This design comes from an exercise in tuning for small area on the open sky130 flow, not from production work.
In this exercise RTL edits were held to simulation tests only and were not proved equivalent to the original.
Power and IR drop assume default switching activity. The flow treats the clock pin as an ideal source, which a real chip does not have.

Design lcd_hd44780_receiver, start of the top module:
module lcd_hd44780_receiver #(
    parameter int unsigned POWER_CYCLES = 15000,
    parameter int unsigned CMD_CYCLES   = 37,
    parameter int unsigned CLEAR_CYCLES = 1520
) (
    input  logic       clk,
    input  logic       reset,
    input  logic       lcd_e,
    input  logic       lcd_rs,
    input  logic       lcd_rw,
    input  logic [3:0] lcd_d,
    output logic [3:0] lcd_d_out,
    output logic       lcd_d_oe,
    output logic       busy,
    output logic [6:0] ac,
    output logic       mode_4bit,
    output logic       display_on,
    output logic       cursor_on,
    output logic       blink_on,
    output logic       byte_valid,
    output logic       byte_rs,
    output logic [7:0] byte_data,
    output logic       protocol_err,
    input  logic [6:0] dbg_addr,
    output logic [7:0] dbg_char
);
    localparam int unsigned BMAX = (CLEAR_CYCLES > CMD_CYCLES) ? CLEAR_CYCLES : CMD_CYCLES;
    localparam int unsigned CMAX = (POWER_CYCLES > BMAX) ? POWER_CYCLES : BMAX;
    localparam int CW = $clog2(CMAX + 1);
    typedef enum logic [1:0] {S_PWR, S_BOOT, S_HI, S_LO} state_e;
    logic [2:0]       e_sync_q, rs_sync_q, rw_sync_q;
    logic [2:0][3:0]  d_sync_q;
    logic             e_s2, e_s3, rs_s2, rs_s3, rw_s2, rw_s3, fall;
    logic [3:0]       d_s3;
    state_e           state_q, state_d;
    logic [CW-1:0]    cnt_q, cnt_d;
    logic [3:0]       hi_nib_q, hi_nib_d;
    logic [6:0]       ac_q, ac_d;
    logic             id_q, id_d;
    logic [2:0]       dcb_q, dcb_d;
    logic             mode_q, mode_d, err_q, err_d;
    logic             bv_q, bv_d, brs_q, brs_d;
    logic [7:0]       bdata_q;
    logic             bseen_q;
    logic             acc;
    logic [7:0]       byte_w;
    logic             mem_we, mem_clr;
    logic             cnt_zero;
    assign e_s2   = e_sync_q[1];
    assign e_s3   = e_sync_q[2];
    assign rs_s2  = rs_sync_q[1];
    assign rs_s3  = rs_sync_q[2];
    assign rw_s2  = rw_sync_q[1];
    assign rw_s3  = rw_sync_q[2];
    assign d_s3   = d_sync_q[2];
    assign fall   = e_s3 & ~e_s2;
    assign byte_w = {hi_nib_q, d_s3};
  ...
Size: about 2200 cells after synthesis, about 1100 flip-flops, roughly 0.030 mm² of cells after synthesis.
clock: 10.0 ns
lec_check: 0
cap_margin: 20
core_margin: 2
core_utilization: 40
cts_buf_list: sky130_fd_sc_hd__clkbuf_8
cts_cluster_size: 20
slew_margin: 20
synth_hierarchical: 1
run.sh (not shown) runs the stock make flow with config.mk's settings and CLKGATE_MAP_FILE= SYNTH_SCRIPT=/design/flow/synth_recipe.tcl, a recipe that flattens the netlist after the stock synthesis.
The starting point went through all stages and came out clean.
Next try:
==> flow/flow/run.sh (new file) <==
#!/bin/bash
# The standard layout (the standard.sh, standard synthesis unchanged) with two changes:
# the port buffers are the smallest buffer cell, and clock tree synthesis clusters sinks under
# clkbuf_8 leaf buffers without dummy loads.
# Each tool's output goes to the ORFS logs under orfs/logs and to standard.log here.
set -euo pipefail
export BUFFER_PORTS_ARGS="-buffer_cell sky130_fd_sc_hd__buf_1"
export CTS_ARGS="-sink_clustering_enable -repair_clock_nets -sink_clustering_size 18 -sink_clustering_max_diameter 60 -buf_list sky130_fd_sc_hd__clkbuf_8 -dont_use_dummy_load"
bash standard.sh > standard.log 2>&1
==> flow/standard.sh (new file) <==
#!/bin/bash
# synth_recipe.tcl (not shown) runs the flow's synth.tcl, then flattens the netlist and writes it again
# the make line also repeats each setting of config.mk as NAME=value (left out here)
make -C /OpenROAD-flow-scripts/flow DESIGN_CONFIG=/design/flow/config.mk WORK_HOME=/design/flow/orfs CLKGATE_MAP_FILE= SYNTH_SCRIPT=/design/flow/synth_recipe.tcl "${@:-finish}"
CTS_BUF_LIST = sky130_fd_sc_hd__clkbuf_16   (was sky130_fd_sc_hd__clkbuf_8)
CTS_CLUSTER_DIAMETER = 100   (was unset)
CTS_CLUSTER_SIZE = 30   (was 20)
removed: flow/run.sh
What happened: The changed run completed without violations. Clock-buffer cell count is lower by 141. Die area does not change. Hold slack gets worse by 50 ps. Register-to-register slack gets better by 130 ps.

---

lcd_hd44780_receiver, a different RTL version from the one above (not shown whole).
Size: about 2,200 cells after synthesis, about 1,100 flip-flops, about 52 I/O pins, roughly 30,000 um2 of cells after synthesis.
clock: 10.0 ns
lec_check: 0
cap_margin: 20
core_margin: 2
core_utilization: 40
cts_buf_list: sky130_fd_sc_hd__clkbuf_16
cts_cluster_diameter: 100
cts_cluster_size: 30
slew_margin: 20
synth_hierarchical: 1
standard.sh (not shown) runs the stock make flow with config.mk's settings and CLKGATE_MAP_FILE= SYNTH_SCRIPT=/design/flow/synth_recipe.tcl, a recipe that flattens the netlist after the stock synthesis.
==> flow/flow/run.sh <==
#!/bin/bash
# The standard layout (the standard.sh, standard synthesis unchanged) with two changes:
# the port buffers are the smallest buffer cell, and clock tree synthesis clusters sinks under
# clkbuf_8 leaf buffers without dummy loads.
# Each tool's output goes to the ORFS logs under orfs/logs and to standard.log here.
set -euo pipefail
export BUFFER_PORTS_ARGS="-buffer_cell sky130_fd_sc_hd__buf_1"
export CTS_ARGS="-sink_clustering_enable -repair_clock_nets -sink_clustering_size 24 -sink_clustering_max_diameter 40 -buf_list sky130_fd_sc_hd__clkbuf_8 -dont_use_dummy_load"
bash standard.sh > standard.log 2>&1
==> next run, changes <==
--- a/flow/flow/run.sh
+++ b/flow/flow/run.sh
@@ -7,3 +7,3 @@
 export BUFFER_PORTS_ARGS="-buffer_cell sky130_fd_sc_hd__buf_1"
-export CTS_ARGS="-sink_clustering_enable -repair_clock_nets -sink_clustering_size 24 -sink_clustering_max_diameter 40 -buf_list sky130_fd_sc_hd__clkbuf_8 -dont_use_dummy_load"
+export CTS_ARGS="-sink_clustering_enable -repair_clock_nets -sink_clustering_size 40 -sink_clustering_max_diameter 50 -buf_list sky130_fd_sc_hd__clkbuf_16 -dont_use_dummy_load"
 bash standard.sh > standard.log 2>&1
Result:
- setup slack loses 0.19 ns
- routed wire length came out higher slightly
- maximum frequency came out lower by a few percent
- die area stays the same
- non-clock buffer count does not change
==> next run, changes <==
==> flow/run.sh (new file) <==
#!/bin/bash
# synth_recipe.tcl (not shown) runs the flow's synth.tcl, then flattens the netlist and writes it again
# the make line also repeats each setting of config.mk as NAME=value (left out here)
make -C /OpenROAD-flow-scripts/flow DESIGN_CONFIG=/design/flow/config.mk WORK_HOME=/design/flow/orfs CLKGATE_MAP_FILE= SYNTH_SCRIPT=/design/flow/synth_recipe.tcl finish
removed: flow/flow/run.sh
removed: flow/standard.sh
Sequential power is about the same.
Utilization drops by 0.76 points.
Design area drops by 1.7%.
Count of clock-buffer cells in the layout drops by 37.
Worst setup slack degrades by 0.38 ns.
Maximum frequency drops by 5.6%.
Area after synthesis is unchanged.

---

lcd_hd44780_receiver with an RTL version that a note above also has.
Size: roughly 2200 cells after synthesis, about 1100 flip-flops, roughly 52 I/O pins, about 30000 um2 of cells after synthesis.
Design lcd_hd44780_receiver, start of the top module:
module lcd_hd44780_receiver #(
    parameter int unsigned POWER_CYCLES = 15000,
    parameter int unsigned CMD_CYCLES   = 37,
    parameter int unsigned CLEAR_CYCLES = 1520
) (
    input  logic       clk,
    input  logic       reset,
    input  logic       lcd_e,
    input  logic       lcd_rs,
    input  logic       lcd_rw,
    input  logic [3:0] lcd_d,
    output logic [3:0] lcd_d_out,
    output logic       lcd_d_oe,
    output logic       busy,
    output logic [6:0] ac,
    output logic       mode_4bit,
    output logic       display_on,
    output logic       cursor_on,
    output logic       blink_on,
    output logic       byte_valid,
    output logic       byte_rs,
    output logic [7:0] byte_data,
    output logic       protocol_err,
    input  logic [6:0] dbg_addr,
    output logic [7:0] dbg_char
);
clock: 10.0 ns
lec_check: 0
cap_margin: 20
core_margin: 2
core_utilization: 40
cts_buf_list: sky130_fd_sc_hd__clkbuf_8 sky130_fd_sc_hd__clkbuf_16
cts_cluster_diameter: 60
cts_cluster_size: 25
slew_margin: 20
synth_hierarchical: 1
run.sh (not shown) runs the stock make flow with config.mk's settings and CLKGATE_MAP_FILE= SYNTH_SCRIPT=/design/flow/synth_recipe.tcl, a recipe that flattens the netlist after the stock synthesis.
Stock flow here: none of the scripts above is used.
Change:
==> flow/flow/run.sh (new file) <==
#!/bin/bash
# The standard layout (the standard.sh, standard synthesis unchanged) with three changes:
# the port buffers are the smallest buffer cell, clock tree synthesis inserts no dummy loads,
# and after global routing non-critical cells are downsized (ORFS's RECOVER_POWER step).
# Each tool's output goes to the ORFS logs under orfs/logs and to standard.log here.
set -euo pipefail
export BUFFER_PORTS_ARGS="-buffer_cell sky130_fd_sc_hd__buf_1"
export CTS_ARGS="-sink_clustering_enable -repair_clock_nets -sink_clustering_size 30 -sink_clustering_max_diameter 100 -buf_list sky130_fd_sc_hd__clkbuf_16 -dont_use_dummy_load"
export RECOVER_POWER=100
bash standard.sh > standard.log 2>&1
==> flow/standard.sh (new file) <==
#!/bin/bash
# synth_recipe.tcl (not shown) runs the flow's synth.tcl, then flattens the netlist and writes it again
# the make line also repeats each setting of config.mk as NAME=value (left out here)
make -C /OpenROAD-flow-scripts/flow DESIGN_CONFIG=/design/flow/config.mk WORK_HOME=/design/flow/orfs CLKGATE_MAP_FILE= SYNTH_SCRIPT=/design/flow/synth_recipe.tcl "${@:-finish}"
CTS_BUF_LIST = sky130_fd_sc_hd__clkbuf_16   (was sky130_fd_sc_hd__clkbuf_8 sky130_fd_sc_hd__clkbuf_16)
CTS_CLUSTER_DIAMETER = 100   (was 60)
CTS_CLUSTER_SIZE = 30   (was 25)
removed: flow/run.sh
Effect:
- The new run finished with capacitance limit, slew limit left
- die area does not change
- area after synthesis stays the same
- design area decreases by about 4%
- non-clock buffer count decreases by 3
- final cell count decreases by 1.5%
- register-to-register slack is about the same

---

== v31 ==
Starting RTL as in the previous note.
clock: 10.0 ns
lec_check: 0
cap_margin: 20
core_margin: 2
core_utilization: 40
cts_buf_list: sky130_fd_sc_hd__clkbuf_16
cts_cluster_diameter: 100
cts_cluster_size: 30
slew_margin: 20
synth_hierarchical: 1
standard.sh (not shown) runs the stock make flow with config.mk's settings and CLKGATE_MAP_FILE= SYNTH_SCRIPT=/design/flow/synth_recipe.tcl, a recipe that flattens the netlist after the stock synthesis.
==> flow/flow/run.sh <==
#!/bin/bash
# The standard layout (the standard.sh, standard synthesis unchanged) with two changes:
# the port buffers are the smallest buffer cell, and clock tree synthesis inserts no dummy
# loads. Each tool's output goes to the ORFS logs under orfs/logs and to standard.log here.
set -euo pipefail
export BUFFER_PORTS_ARGS="-buffer_cell sky130_fd_sc_hd__buf_1"
export CTS_ARGS="-sink_clustering_enable -repair_clock_nets -sink_clustering_size 30 -sink_clustering_max_diameter 100 -buf_list sky130_fd_sc_hd__clkbuf_16 -dont_use_dummy_load"
bash standard.sh > standard.log 2>&1
### v31 -> v56
Settings: CTS_CLUSTER_DIAMETER removed (was 100); CTS_BUF_LIST removed (was sky130_fd_sc_hd__clkbuf_16); CTS_CLUSTER_SIZE removed (was 30).
==> flow/run.sh (new file) <==
#!/bin/bash
# synth_recipe.tcl (not shown) runs the flow's synth.tcl, then flattens the netlist and writes it again
# the make line also repeats each setting of config.mk as NAME=value (left out here)
make -C /OpenROAD-flow-scripts/flow DESIGN_CONFIG=/design/flow/config.mk WORK_HOME=/design/flow/orfs CLKGATE_MAP_FILE= SYNTH_SCRIPT=/design/flow/synth_recipe.tcl finish
removed: flow/flow/run.sh
removed: flow/standard.sh
==> comparison <==
v56 vs. v31: combinational group share of total power went down by 0.3 points. v56 vs v31 on routed wire length: v56 is the higher one. In v56, relative contribution of the clock network to total power is higher than in v31. Going from v31 to v56, global-route usage went up; clock edge transition at the registers on the reported setup and hold paths lost 0.06 ns. Areal power density over the cells in v56 is 20% higher than in v31. Against v31, worst ir drop on vdd in v56 rose by more than 10%. v56 — non-clock buffer count 5.7% higher, v31 as reference. Compared to v31, v56 reaches a lower achievable clock. On internal portion of total power: between v56 and v31, it ends up higher for v56.
### v56 -> v42
Settings: CTS_CLUSTER_DIAMETER: unset -> 100; CTS_BUF_LIST: unset -> sky130_fd_sc_hd__clkbuf_16; CTS_CLUSTER_SIZE: unset -> 30.
--- outcome ---
- v42: all stages complete, timing, DRC and antenna checks passed
- Delta (v42 minus v56): count of clock-buffer cells in the layout fell by 69%; buffer share of cell area stayed essentially flat; final non-filler cell total fell by about 4%; switching power fell by 20%; post-route worst setup slack fell by 0.15 ns.

## static timing again, ports no longer ideal
In the flow no input, the clock included, has a driving cell. The finished layouts below were timed again as built, in two steps.
Step 1, drivers: a clkbuf_16 drives clk and a buf_2 each remaining input, both assumed.
Step 2 moves the port delays by t, midway between the first and last clock arrival at a register: inputs arrive t later, outputs are due t later. That takes back most of the time a late clock gives input paths.
Slacks: ideal / step 1 / step 2; pairs: ideal / step 1.
run | shift t [ns] | slack for setup (ns) | worst register clock-pin slew, ns
the first run of note 1 | 0.860 | 3.079 / 3.119 / 2.259 | 0.07 / 0.07
the second run of note 1 | 0.713 | 3.463 / 3.494 / 2.782 | 0.12 / 0.12
the first run of note 2 | 0.770 | 3.795 / 3.832 / 3.062 | 0.10 / 0.10
the second run of note 2 | 0.682 | 3.601 / 3.643 / 2.961 | 0.10 / 0.10
the third run of note 2 | 0.664 | 3.224 / 3.256 / 2.592 | 0.11 / 0.11
the first run of note 3 | 0.710 | 3.011 / 3.059 / 2.350 | 0.10 / 0.10
the second run of note 3 | 0.663 | 3.306 / 3.337 / 2.674 | 0.11 / 0.11
v31 | 0.663 | 3.323 / 3.355 / 2.692 | 0.12 / 0.12
v56 | 0.726 | 2.966 / 3.012 / 2.286 | 0.07 / 0.07
v42 | 0.677 | 2.820 / 2.867 / 2.190 | 0.12 / 0.12
The setup slack of the first run of note 1, which loses most, moves by +0.040 ns with the drivers and by -0.820 ns with both steps.
